What follows belongs to an exercise in optimizing a design on an open flow for small area and few clock cycles per item; a production flow would make more cautious choices. The RTL was checked by simulation tests, not by an equivalence proof against the original design.

==> flow/design.v (excerpt) <==
module argb_unpremultiply_pixel_top (
    input  logic       i_clk,
    input  logic       i_rst_n,
    input  logic       i_valid,
    output logic       o_stall,
    input  logic [7:0] i_alpha,
    input  logic [7:0] i_red_in,
    input  logic [7:0] i_green_in,
    input  logic [7:0] i_blue_in,
    input  logic       i_region_end_in,
    output logic       o_valid,
    input  logic       i_stall,
    output logic [7:0] o_red_out,
    output logic [7:0] o_green_out,
    output logic [7:0] o_blue_out,
    output logic       o_wrapped,
    output logic       o_region_end_out
);
    wire adv = !i_stall;
    assign o_stall = i_stall;
    wire [7:0] r_h0 = i_red_in - {7'd0, |i_red_in};
    wire [7:0] r_l0 = 8'd0 - i_red_in;
    wire [0:0] r_t0 = r_h0[7];
    wire [1:0] r_b0;
    assign r_b0[0] = 1'b0;
    assign r_b0[1] = (!r_t0[0] && i_alpha[0]) || ((!r_t0[0] || i_alpha[0]) && r_b0[0]);
    wire r_q0 = (i_alpha[7:1] == 0) && !r_b0[1];
    wire [0:0] r_r0;
    assign r_r0[0] = r_t0[0] ^ (r_q0 && (i_alpha[0] ^ r_b0[0]));
    wire [7:0] g_h0 = i_green_in - {7'd0, |i_green_in};
    wire [7:0] g_l0 = 8'd0 - i_green_in;
    wire [0:0] g_t0 = g_h0[7];
    wire [1:0] g_b0;
    assign g_b0[0] = 1'b0;
  ...
For scale: roughly 2,500 cells after synthesis, about 0.016 mm^2 of cells after synthesis.
==> flow/config.mk <==
export PLATFORM = sky130hd
export DESIGN_NAME = argb_unpremultiply_pixel_top
export DESIGN_NICKNAME = argb_unpremultiply_pixel_top
export VERILOG_FILES = /design/flow/design.v
export SDC_FILE = /design/flow/constraint.sdc
export NUM_CORES = 4
export LEC_CHECK = 0
export ABC_AREA = 1
export CAP_MARGIN = 20
export CORE_MARGIN = 2
export CORE_UTILIZATION = 60
export PLACE_DENSITY = 0.75
export SETUP_SLACK_MARGIN = -0.2
export SLEW_MARGIN = 20
==> flow/constraint.sdc <==
create_clock -name core_clock -period 9.5 [get_ports {i_clk}]
set_input_delay 1.9000 -clock core_clock [delete_from_list [all_inputs] [get_ports {i_clk}]]
set_output_delay 1.9000 -clock core_clock [all_outputs]
set_load 0.01 [all_outputs]
standard.sh (not shown) runs the stock make flow with config.mk's settings and CLKGATE_MAP_FILE= SYNTH_SCRIPT=/design/flow/synth_recipe.tcl, a recipe that flattens the netlist after the stock synthesis.
==> flow/flow/run.sh <==
#!/bin/bash
# Own layout flow: the standard flow (standard.sh, all ORFS steps, standard synthesis)
# with one change: the port buffers that global placement inserts are
# sky130_fd_sc_hd__buf_1 cells (buffer_ports -buffer_cell) instead of ORFS's pick.
# make's full output goes to own_flow.log; ORFS keeps each step's log under orfs/logs/.
set -euo pipefail
W=$PWD
python3 - "$W" <<'PY'
import sys, re, shlex
w = sys.argv[1]
s = open(w + "/standard.sh").read()
s, n = re.subn(r"(SYNTH_SCRIPT=\S+)", lambda m: m.group(1) + " "
               + shlex.quote("BUFFER_PORTS_ARGS=-buffer_cell sky130_fd_sc_hd__buf_1"), s)
assert n == 1, "SYNTH_SCRIPT not found in standard.sh"
open(w + "/own_standard.sh", "w").write(s)
PY
bash "$W/own_standard.sh" > "$W/own_flow.log" 2>&1
The starting point produced a clean layout.
Testbench counts at the start, summed over its fixed seeds: cycles 12,016, items 12,000.
Rerun with:
CORE_UTILIZATION = 50   (was 60)
PLACE_DENSITY = 0.7   (was 0.75)
SETUP_SLACK_MARGIN = -0.45   (was -0.2)
Result: The new run completed with no timing, DRC or antenna violations. Final area is lower by 1.2%. Via count shrinks by about 1.5%. Clock-buffer cell count stays the same. Cell count increases by about 1.5%.
Rerun with:
==> flow/flow/run.sh (replaced) <==
#!/bin/bash
# Own layout flow: the standard flow (standard.sh, all ORFS steps, standard synthesis)
# with two changes:
#  1. the port buffers that global placement inserts are sky130_fd_sc_hd__buf_1 cells
#     (buffer_ports -buffer_cell) instead of ORFS's pick;
#  2. after global route's timing repair, ORFS's power recovery step runs
#     (RECOVER_POWER, repair_timing -recover_power): it downsizes gates on paths with
#     positive slack.
# make's full output goes to own_flow.log; ORFS keeps each step's log under orfs/logs/.
set -euo pipefail
W=$PWD
RP=$(cat "$W/flow/recover_power.txt" 2>/dev/null || echo 100)
python3 - "$W" "$RP" <<'PY'
import sys, re, shlex
w, rp = sys.argv[1], sys.argv[2]
s = open(w + "/standard.sh").read()
s, n = re.subn(r"(SYNTH_SCRIPT=\S+)", lambda m: m.group(1) + " "
               + shlex.quote("BUFFER_PORTS_ARGS=-buffer_cell sky130_fd_sc_hd__buf_1")
               + " RECOVER_POWER=" + rp, s)
assert n == 1, "SYNTH_SCRIPT not found in standard.sh"
open(w + "/own_standard.sh", "w").write(s)
PY
bash "$W/own_standard.sh" > "$W/own_flow.log" 2>&1
==> flow/flow/recover_power.txt (new file) <==
100
CORE_UTILIZATION = 60   (was 50)
PLACE_DENSITY = 0.75   (was 0.7)
After rerunning: Now the flow reached the layout checks and failed them: capacitance limit, slew limit; worst hold slack hardly moves; synthesized cell count does not change; fmax rises slightly; register-to-register slack improves by 20 ps; first-iteration DRC count falls slightly; cell count falls slightly.
Rerun with:
==> flow/run.sh (new file) <==
#!/bin/bash
# synth_recipe.tcl (not shown) runs the flow's synth.tcl, then flattens the netlist and writes it again
# the make line also repeats each setting of config.mk as NAME=value (left out here)
make -C /OpenROAD-flow-scripts/flow DESIGN_CONFIG=/design/flow/config.mk WORK_HOME=/design/flow/orfs CLKGATE_MAP_FILE= SYNTH_SCRIPT=/design/flow/synth_recipe.tcl finish
CORE_UTILIZATION = 40   (was 60)
PLACE_DENSITY = 0.6   (was 0.75)
SETUP_SLACK_MARGIN = not set   (was -0.45)
removed: flow/flow/run.sh
removed: flow/flow/recover_power.txt
removed: flow/standard.sh
This time the run finished clean.
First-iteration DRC count came out lower by 13%.
Final area went up by 9.5%.
Critical path depth climbs by 1.
Maximum frequency increases by 0.90%.
Clock skew goes down by 3.7 ps.

---

run 1:
argb_unpremultiply_pixel_top, a different RTL version from the one above (not shown whole).
For scale: ~2500 cells after synthesis, ~120 flip-flops, about 65 I/O pins, roughly 16000 sq um of cells after synthesis.
clock: 9.5 ns
lec_check: 0
abc_area: 1
cap_margin: 20
core_margin: 2
core_utilization: 60
place_density: 0.75
slew_margin: 20
run.sh (not shown) runs the stock make flow with config.mk's settings and CLKGATE_MAP_FILE= SYNTH_SCRIPT=/design/flow/synth_recipe.tcl, a recipe that flattens the netlist after the stock synthesis.
Stock flow here: none of the scripts above is used.
Run 1: full flow OK, the timing, DRC and antenna checks passed
Testbench counts of run 1, summed over its fixed seeds: cycles 12,016, items 12,000.
> inputs changed (run 1 -> run 2)
- setting SETUP_SLACK_MARGIN to -0.45 for the first time
==> flow/flow/run.sh (new file) <==
#!/bin/bash
# Own layout flow: the standard flow (standard.sh, all ORFS steps, standard synthesis)
# with one change: the port buffers that global placement inserts are
# sky130_fd_sc_hd__buf_1 cells (buffer_ports -buffer_cell) instead of ORFS's pick.
# make's full output goes to own_flow.log; ORFS keeps each step's log under orfs/logs/.
set -euo pipefail
W=$PWD
python3 - "$W" <<'PY'
import sys, re, shlex
w = sys.argv[1]
s = open(w + "/standard.sh").read()
s, n = re.subn(r"(SYNTH_SCRIPT=\S+)", lambda m: m.group(1) + " "
               + shlex.quote("BUFFER_PORTS_ARGS=-buffer_cell sky130_fd_sc_hd__buf_1"), s)
assert n == 1, "SYNTH_SCRIPT not found in standard.sh"
open(w + "/own_standard.sh", "w").write(s)
PY
bash "$W/own_standard.sh" > "$W/own_flow.log" 2>&1
==> flow/standard.sh (new file) <==
#!/bin/bash
# synth_recipe.tcl (not shown) runs the flow's synth.tcl, then flattens the netlist and writes it again
# the make line also repeats each setting of config.mk as NAME=value (left out here)
make -C /OpenROAD-flow-scripts/flow DESIGN_CONFIG=/design/flow/config.mk WORK_HOME=/design/flow/orfs CLKGATE_MAP_FILE= SYNTH_SCRIPT=/design/flow/synth_recipe.tcl "${@:-finish}"
removed: flow/run.sh
## What came out
Summary of run 2 over run 1: final area decreased by 6.9% relative to the old numbers; post-place setup slack increased by 0.26 ns relative to the old numbers. Run 1 → run 2: cell count -1.9%. Run 2: number of DRC violations after detailed-routing iteration 0 104 below run 1. Minimum setup slack among reg-to-reg paths (higher): run 1. Global routing usage on met1 for run 2: 0.59 points down relative to run 1.
The following lists how run 3 was set up differently from run 2:
- changing SETUP_SLACK_MARGIN from -0.45 to -0.2
[summary]
Comparing run 2 and run 3, the lower via count is on run 2.
Run 3 vs run 2: routed wire length up in run 3
Against run 2, run 3 comes in 2 higher on number of buffer and inverter instances along the worst setup path.
Compared with run 2, in run 3 met3 track demand over resource in global routing did not really move; non-clock buffer count went up.

---

RTL: one of the versions met above, not the one the previous note started from.
For scale: ~110 flip-flops, roughly 16,000 um^2 of cells after synthesis.
Settings: LEC_CHECK=0, ABC_AREA=1, CAP_MARGIN=20, CORE_MARGIN=2, CORE_UTILIZATION=70, PLACE_DENSITY=0.85, SETUP_SLACK_MARGIN=-0.2, SLEW_MARGIN=20; clock period 9.5 ns.
standard.sh (not shown) runs the stock make flow with config.mk's settings and CLKGATE_MAP_FILE= SYNTH_SCRIPT=/design/flow/synth_recipe.tcl, a recipe that flattens the netlist after the stock synthesis.
==> flow/flow/run.sh <==
#!/bin/bash
# Own layout flow: the standard flow (standard.sh, all ORFS steps, standard synthesis)
# with one change: the port buffers that global placement inserts are
# sky130_fd_sc_hd__buf_1 cells (buffer_ports -buffer_cell) instead of ORFS's pick.
# make's full output goes to own_flow.log; ORFS keeps each step's log under orfs/logs/.
set -euo pipefail
W=$PWD
python3 - "$W" <<'PY'
import sys, re, shlex
w = sys.argv[1]
s = open(w + "/standard.sh").read()
s, n = re.subn(r"(SYNTH_SCRIPT=\S+)", lambda m: m.group(1) + " "
               + shlex.quote("BUFFER_PORTS_ARGS=-buffer_cell sky130_fd_sc_hd__buf_1"), s)
assert n == 1, "SYNTH_SCRIPT not found in standard.sh"
open(w + "/own_standard.sh", "w").write(s)
PY
bash "$W/own_standard.sh" > "$W/own_flow.log" 2>&1
The first run finished but fails on negative setup slack.
Testbench counts at the start, summed over its fixed seeds: cycles 12,016, items 12,000.
Then changed:
==> flow/flow/run.sh (replaced) <==
#!/bin/bash
# Own layout flow: the standard flow (standard.sh, all ORFS steps) with two changes:
#  1. synthesis: ABC maps the logic with flow/abc_map.script instead of ORFS's script
#     (every other synthesis step, the flip-flop mapping included, is synth_recipe.tcl's);
#  2. the port buffers that global placement inserts are sky130_fd_sc_hd__buf_1.
# make's full output goes to own_flow.log; ORFS keeps each step's log under orfs/logs/.
set -euo pipefail
W=$PWD
F=$W/flow
{
  printf 'proc abc {args} {\n'
  printf '  set i [lsearch -exact $args -script]\n'
  printf '  if {$i >= 0} { lset args [expr {$i + 1}] %s }\n' "$F/abc_map.script"
  printf '  yosys abc {*}$args\n'
  printf '}\n'
  cat "$W/synth_recipe.tcl"
} > "$W/own_synth.tcl"
python3 - "$W" <<'PY'
import sys, re, shlex
w = sys.argv[1]
s = open(w + "/standard.sh").read()
s, n = re.subn(r"SYNTH_SCRIPT=\S+", "SYNTH_SCRIPT=" + shlex.quote(w + "/own_synth.tcl")
               + " " + shlex.quote("BUFFER_PORTS_ARGS=-buffer_cell sky130_fd_sc_hd__buf_1"), s)
assert n == 1, "SYNTH_SCRIPT not found in standard.sh"
open(w + "/own_standard.sh", "w").write(s)
PY
bash "$W/own_standard.sh" > "$W/own_flow.log" 2>&1
==> flow/flow/abc_map.script (new file) <==
strash
dch
map -D 5000
topo
buffer -c
topo
dnsize -c -D 5000
stime -c
- ABC_AREA: 1 -> not set
- CORE_UTILIZATION: 70 -> 60
- PLACE_DENSITY: 0.85 -> 0.75
- SETUP_SLACK_MARGIN: -0.2 -> not set
What happened:
- The new run ran to the end with no violations
- register-to-register slack gets worse by 0.15 ns
- cell count goes up by 6.2%
- count of clock-buffer cells in the layout decreases by 1
- setup slack improves by 0.47 ns
- fmax came out higher by 5.2%
- clock skew came out lower by 0.0030 ns
- hold slack is about the same
- routed wire length goes up by 14%
- via count came out higher by 7.0%
- global-route usage rises by 0.28 points

## re-timing with driven ports
No port has a modelled driver above. Below, the same layouts with a new extraction and two added sets of constraints.
Step 1, drivers: a clkbuf_16 drives i_clk and a buf_2 each remaining input, both assumed.
Step 2 adds t to the input delays and takes it off the output delays; t is the mean of the earliest and latest rising clock arrival at the registers after step 1. Input paths then give back, and output paths get back, about the clock's delay inside the block.
Slacks: no drivers / after step 1 / after step 2; pairs: no drivers / after step 1.
| run | t (ns) | slack for setup (ns) | worst slew at a driven data input, ns |
|---|---|---|---|
| the first run of note 1 | 0.418 | 0.312 / 0.261 / 0.477 | 0.05 |
| the second run of note 1 | 0.424 | 0.211 / 0.160 / 0.238 | 0.04 |
| the third run of note 1 | 0.420 | 0.255 / 0.206 / 0.336 | 0.05 |
| the fourth run of note 1 | 0.423 | 0.338 / 0.288 / 0.379 | 0.05 |
| run 1 | 0.479 | 0.242 / 0.192 / 0.050 | 0.04 |
| run 2 | 0.479 | 0.342 / 0.291 / 0.088 | 0.03 |
| run 3 | 0.476 | 0.206 / 0.155 / 0.090 | 0.03 |
| the first run of note 3 | 0.412 | -0.082 / -0.134 / 0.279 | 0.04 |
| the second run of note 3 | 0.422 | 0.393 / 0.341 / 0.348 | 0.06 |
The setup slack of run 2, which loses most, moves by -0.051 ns with the drivers and by -0.254 ns with both steps.
